This is an optimization exercise on Yosys and OpenROAD, whose aim is small area, a short achievable clock period and few clock cycles per item, not a production implementation. RTL that was checked went through simulation tests only; none was proved equivalent to the original. Power figures rest on the tool's default switching activity, not on a simulated workload.

== the baseline ==
## marching_squares_cell_classifier_unit
module marching_squares_cell_classifier_unit (
  input  logic                clk,
  input  logic                rst_n,
  input  logic                cfg_we,
  input  logic [1:0]          cfg_index,
  input  logic [THR_W-1:0]    cfg_data,
  input  logic                in_valid,
  output logic                in_ready,
  input  logic [7:0]          in_red,
  input  logic [7:0]          in_green,
  input  logic [7:0]          in_blue,
  input  logic                in_frame_start,
  output logic                out_valid,
  input  logic                out_ready,
  output logic [9:0]          out_cell_x,
  output logic [9:0]          out_cell_y,
  output logic [2:0]          out_level,
  output logic [3:0]          out_case_code,
  output logic                out_last
);
  logic [THR_W-1:0]  thresholds_r;
  logic [LVL_W-1:0]  lvl_last_r;    
  logic              lvl_one_r;     
  logic [RW_W-1:0]   row_width_r;
  logic [COL_W-1:0]  wm1_r;         
  logic [COL_W-1:0]  wm2_r;         
  logic [RW_W-1:0]   cfg_w;
  logic [LCNT_W-1:0] cfg_l;
  logic [COL_W-1:0]  cfg_wm1;
  logic [COL_W-1:0]  cfg_wm2;
  logic [LVL_W-1:0]  cfg_lvl_last;
  assign cfg_w = row_width_r;
  assign cfg_l = cfg_data[LCNT_W-1:0];
  always_comb begin
    if (cfg_w < RW_W'(2)) begin
      cfg_wm1 = COL_W'(1);
      cfg_wm2 = COL_W'(0);
    end else if (cfg_w > RW_W'(MAX_WIDTH)) begin
      cfg_wm1 = COL_W'(MAX_WIDTH - 1);
      cfg_wm2 = COL_W'(MAX_WIDTH - 2);
    end else begin
      cfg_wm1 = COL_W'(cfg_w - RW_W'(1));
      cfg_wm2 = COL_W'(cfg_w - RW_W'(2));
    end
    if (cfg_l == '0) begin
      cfg_lvl_last = '0;
    end else if (cfg_l > LCNT_W'(MAX_LEVELS)) begin
      cfg_lvl_last = LVL_W'(MAX_LEVELS - 1);
    end else begin
      cfg_lvl_last = LVL_W'(cfg_l - LCNT_W'(1));
    end
  end
  always_ff @(posedge clk) begin
    if (!rst_n) begin
      lvl_last_r   <= '0;
      lvl_one_r    <= 1'b1;
      thresholds_r <= '0;
  ...
Size: ~3200 cells after synthesis, ~2300 flip-flops, roughly 130 I/O pins, ~74000 um^2 of cells after synthesis.
export LEC_CHECK = 0
export ABC_CLOCK_PERIOD_IN_PS = 2500
export CAP_MARGIN = 20
export CORE_MARGIN = 2
export CORE_UTILIZATION = 62
export CTS_BUF_LIST = sky130_fd_sc_hd__clkbuf_16
export CTS_CLUSTER_DIAMETER = 75
export CTS_CLUSTER_SIZE = 30
export SETUP_SLACK_MARGIN = 5
export SLEW_MARGIN = 20
export SYNTH_MEMORY_MAX_BITS = 16384
create_clock -name core_clock -period 8.0 [get_ports {clk}]
run.sh (not shown) runs the stock make flow with config.mk's settings and CLKGATE_MAP_FILE= SYNTH_SCRIPT=/design/flow/synth_recipe.tcl, a recipe that flattens the netlist after the stock synthesis.
Testbench counts of the baseline, summed over its fixed seeds: cycles 89,986, results 87,749.
[inputs] the candidate vs the baseline
--- a/flow/design.v
+++ b/flow/design.v
@@ -214,49 +214,53 @@
     b_k[1] = two_r & two_g & two_b;
     b_k[0] = (one_r & one_g & one_b)
            | (two_r & !two_g & !two_b & (one_g | one_b))
            | (!two_r & two_g & !two_b & (one_r | one_b))
            | (!two_r & !two_g & two_b & (one_r | one_g))
            | (two_r & two_g & !two_b)
            | (two_r & !two_g & two_b)
            | (!two_r & two_g & two_b);
   end
   assign b_gray = GRAY_W'(b_qr_r) + GRAY_W'(b_qg_r) + GRAY_W'(b_qb_r) + GRAY_W'(b_k);
-  logic [COL_W-1:0] d_x_r;
-  logic [ROW_W-1:0] d_y_r;
-  logic             start_r;
-  logic             x_first;
-  logic             x_end;
-  logic             x_over;
-  logic             y_first;
+  logic [COL_W-1:0] cm_r;
+  logic [ROW_W-1:0] rm_r;
+  logic             end_r;
+  logic             over_r;
   logic [COL_W-1:0] x_m1;
   logic [ROW_W-1:0] y_m1;
+  logic [COL_W-1:0] x_cur;
+  logic [ROW_W-1:0] y_cur;
+  logic             x_zero;
+  logic             x_end;
   logic             push;
-  assign push    = adv && b_valid_r;
-  assign y_first = b_fs_r || start_r;
-  assign x_end   = (d_x_r == wm2_r) && (d_x_r != '1);
-  assign x_over  = (d_x_r >= wm1_r) && (d_x_r != '1);
-  assign x_first = y_first || x_end || x_over;
-  assign x_m1    = x_first ? '1 : d_x_r + COL_W'(1);
-  assign y_m1    = y_first ? '1 : (x_end ? d_y_r + ROW_W'(1) : d_y_r);
-  assign b_cell  = b_valid_r && !x_first && !y_first && (y_m1 != '1);
+  assign push   = adv && b_valid_r;
+  assign x_zero = b_fs_r || over_r;
+  assign x_m1   = x_zero ? '1 : cm_r;
+  assign y_m1   = b_fs_r ? '1 : rm_r;
+  assign x_cur  = x_zero ? '0 : cm_r + COL_W'(1);
+  assign y_cur  = b_fs_r ? '0 : rm_r + ROW_W'(1);
+  assign x_end  = x_zero ? 1'b0 : end_r;
+  assign b_cell = b_valid_r && (x_m1 != '1) && (y_m1 != '1);
   always_ff @(posedge clk) begin
     if (!rst_n) begin
-      start_r <= 1'b1;
+      cm_r   <= '1;
+      rm_r   <= '1;
+      end_r  <= 1'b0;
+      over_r <= 1'b0;
     end else if (push) begin
-      start_r <= 1'b0;
-    end
-  end
-  always_ff @(posedge clk) begin
-    if (push) begin
-      d_x_r <= x_m1;
-      d_y_r <= y_m1;
+      cm_r   <= x_end ? '1 : x_cur;
+      rm_r   <= x_end ? y_cur : y_m1;
+      end_r  <= !x_end && (x_zero ? (wm1_r == COL_W'(1)) : (cm_r == wm2_r - COL_W'(1)));
+      over_r <= 1'b0;
+    end else begin
+      end_r  <= (cm_r == wm2_r);
+      over_r <= (cm_r != '1) && (cm_r >= wm1_r);
     end
   end
   logic [GRAY_W-1:0] d_ul_r, d_ll_r, d_ur_r, d_lr_r;
   logic [GRAY_W-1:0] lb_f2_r;
   logic [GRAY_W-1:0] seg0 [1];
   logic [GRAY_W-1:0] seg1 [2];
   logic [GRAY_W-1:0] seg2 [4];
   logic [GRAY_W-1:0] seg3 [8];
   logic [GRAY_W-1:0] seg4 [16];
   logic [GRAY_W-1:0] seg5 [32];
@@ -284,28 +288,32 @@
       for (int i = 1; i < 16; i++)  seg4[i] <= seg4[i-1];
       seg4[0] <= lb_f2_r;
       for (int i = 1; i < 32; i++)  seg5[i] <= seg5[i-1];
       seg5[0] <= m4;
       for (int i = 1; i < 64; i++)  seg6[i] <= seg6[i-1];
       seg6[0] <= m5;
       for (int i = 1; i < 128; i++) seg7[i] <= seg7[i-1];
       seg7[0] <= m6;
     end
   end
+  logic [COL_W-1:0]  d_x_r;
+  logic [ROW_W-1:0]  d_y_r;
   logic [GRAY_W-1:0] d_thr_r;
   logic [LVL_W-1:0]  lvl_nxt;
   always_ff @(posedge clk) begin
     if (push) begin
       d_ul_r <= d_ur_r;
       d_ll_r <= d_lr_r;
       d_ur_r <= m7;
       d_lr_r <= b_gray;
+      d_x_r  <= x_m1;
+      d_y_r  <= y_m1;
     end
   end
   always_comb begin
     lvl_nxt = d_lvl_r;
     if (adv) begin
       lvl_nxt = '0;
     end else if (fire) begin
       lvl_nxt = d_lvl_r + LVL_W'(1);
     end
   end
--- outcome ---
- Run comparison: the baseline critical setup path kind reg2reg; the candidate critical setup path kind reg2out
- The candidate against the baseline: total power now larger; total number of cells along the worst setup path fell by 10; clock share of power saw an increase; met2 capacity usage during global routing climbed 1.5 points.
- Final-stage net count ended up 128 higher on the candidate than on the baseline.
No functional check of the RTL was part of the candidate.


Setup of before:
Another version of the RTL of marching_squares_cell_classifier_unit (not shown whole).
For scale: roughly 3,600 cells after synthesis, roughly 2,300 flip-flops, about 130 I/O pins, roughly 0.074 sq mm of cells after synthesis.
Settings: LEC_CHECK=0, ABC_AREA=1, ABC_CLOCK_PERIOD_IN_PS=2500, CAP_MARGIN=20, CORE_MARGIN=2, CORE_UTILIZATION=62, CTS_BUF_LIST=sky130_fd_sc_hd__clkbuf_16, CTS_CLUSTER_DIAMETER=75, CTS_CLUSTER_SIZE=30, SETUP_SLACK_MARGIN=5, SLEW_MARGIN=20, SYNTH_MEMORY_MAX_BITS=16384; clock period 8.0 ns.
before: all stages complete, timing, DRC and antenna checks passed
Here is what was changed in the inputs of after compared with before.
--- a/flow/design.v
+++ b/flow/design.v
@@ -221,57 +221,46 @@
            | (!two_r & two_g & two_b);
   end
   logic [6:0] q_s, q_c;
   assign q_s    = b_qr_r ^ b_qg_r ^ b_qb_r;
   assign q_c    = (b_qr_r & b_qg_r) | (b_qr_r & b_qb_r) | (b_qg_r & b_qb_r);
   assign b_gray = GRAY_W'(q_s) + {q_c, b_k[0] | b_k[1]} + GRAY_W'(b_k[1]);
   logic [COL_W-1:0] d_x_r;
   logic [ROW_W-1:0] d_y_r;
   logic             start_r;
-  logic             end_r;     
-  logic             over_r;    
   logic             x_first;
   logic             x_end;
   logic             x_over;
   logic             y_first;
   logic [COL_W-1:0] x_m1;
   logic [ROW_W-1:0] y_m1;
   logic             push;
   assign push    = adv && b_valid_r;
   assign y_first = b_fs_r || start_r;
-  assign x_end   = end_r;
-  assign x_over  = over_r;
+  assign x_end   = (d_x_r == wm2_r) && (d_x_r != '1);
+  assign x_over  = (d_x_r >= wm1_r) && (d_x_r != '1);
   assign x_first = y_first || x_end || x_over;
   assign x_m1    = x_first ? '1 : d_x_r + COL_W'(1);
   assign y_m1    = y_first ? '1 : (x_end ? d_y_r + ROW_W'(1) : d_y_r);
   assign b_cell  = b_valid_r && !x_first && !y_first && (y_m1 != '1);
   always_ff @(posedge clk) begin
     if (!rst_n) begin
       start_r <= 1'b1;
     end else if (push) begin
       start_r <= 1'b0;
     end
   end
   always_ff @(posedge clk) begin
     if (push) begin
       d_x_r <= x_m1;
       d_y_r <= y_m1;
     end
   end
-  always_ff @(posedge clk) begin
-    if (push) begin
-      end_r  <= !x_first && (d_x_r + COL_W'(1) == wm2_r);
-      over_r <= 1'b0;
-    end else begin
-      end_r  <= (d_x_r == wm2_r) && (d_x_r != '1);
-      over_r <= (d_x_r >= wm1_r) && (d_x_r != '1);
-    end
-  end
   logic [GRAY_W-1:0] d_ul_r, d_ll_r, d_ur_r, d_lr_r;
   logic [GRAY_W-1:0] lb_f2_r;
   logic [GRAY_W-1:0] seg0 [1];
   logic [GRAY_W-1:0] seg1 [2];
   logic [GRAY_W-1:0] seg2 [4];
   logic [GRAY_W-1:0] seg3 [8];
   logic [GRAY_W-1:0] seg4 [16];
   logic [GRAY_W-1:0] seg5 [32];
   logic [GRAY_W-1:0] seg6 [64];
Notes after the runs:
after completed; timing, DRC and antenna clean
Diff after..before | cell area after layout | negligible
| setup slack of the most critical reg-to-reg path | after vs before | ≈ equal |
As far as number of pins with negative max-slew slack in the final report goes, after and before are indistinguishable; the numbers are identical.
The die area of before and that of after are within noise of each other.
The post-route minimum period on after is in line with that on before.
For the post-route total power, after came in 0.000072 W lower than before did.
Between before and after, the highest cell delay on the worst timing path does not differ in any meaningful way.
NOTE synthesized area per cell before->after decreased slightly
Taking before as the reference point, the half-perimeter wire length after detailed placement of after falls by about 1.2%.
Delta (after minus before): fmax shows no meaningful change, total number of tap cells shows a reduction of 64.
after and before ended up with nearly the same area after synthesis.
For before, the timing endpoint of the critical path was out_cell_x[1], unlike after, where it was out_cell_x[4].
Testbench counts of after, summed over its fixed seeds: cycles 89,986, results 87,749.
No functional check of the RTL was part of before.

[afterwards: timing with drivers on the ports]
How much do the figures lean on ideal ports? The routed layouts below were timed once more, with nothing changed but the port constraints.
Step 1 assumes that a clkbuf_16 drives the clock port and a buf_2 every other input.
Step 2 times the ports against the registers' clock, not the clock port: input delays grow and output delays shrink by t, the midpoint of the rising clock arrivals with the driver on.
Slacks: ideal / step 1 / step 2; pairs: ideal / step 1.
| run | t, ns | slack for setup (ns) | worst setup path at the end |
|---|---|---|---|
| the baseline | 0.766 | 4.949 / 4.938 / 4.311 | input to register |
| the candidate | 0.768 | 4.941 / 4.865 / 4.331 | input to register |
| before | 0.772 | 4.960 / 4.890 / 4.362 | input to register |
| after | 0.778 | 4.957 / 4.888 / 4.313 | input to register |
After both steps every run listed still meets setup and hold. For after, which loses most, drivers alone change the setup slack by -0.069 ns; drivers and shift together by -0.644 ns.
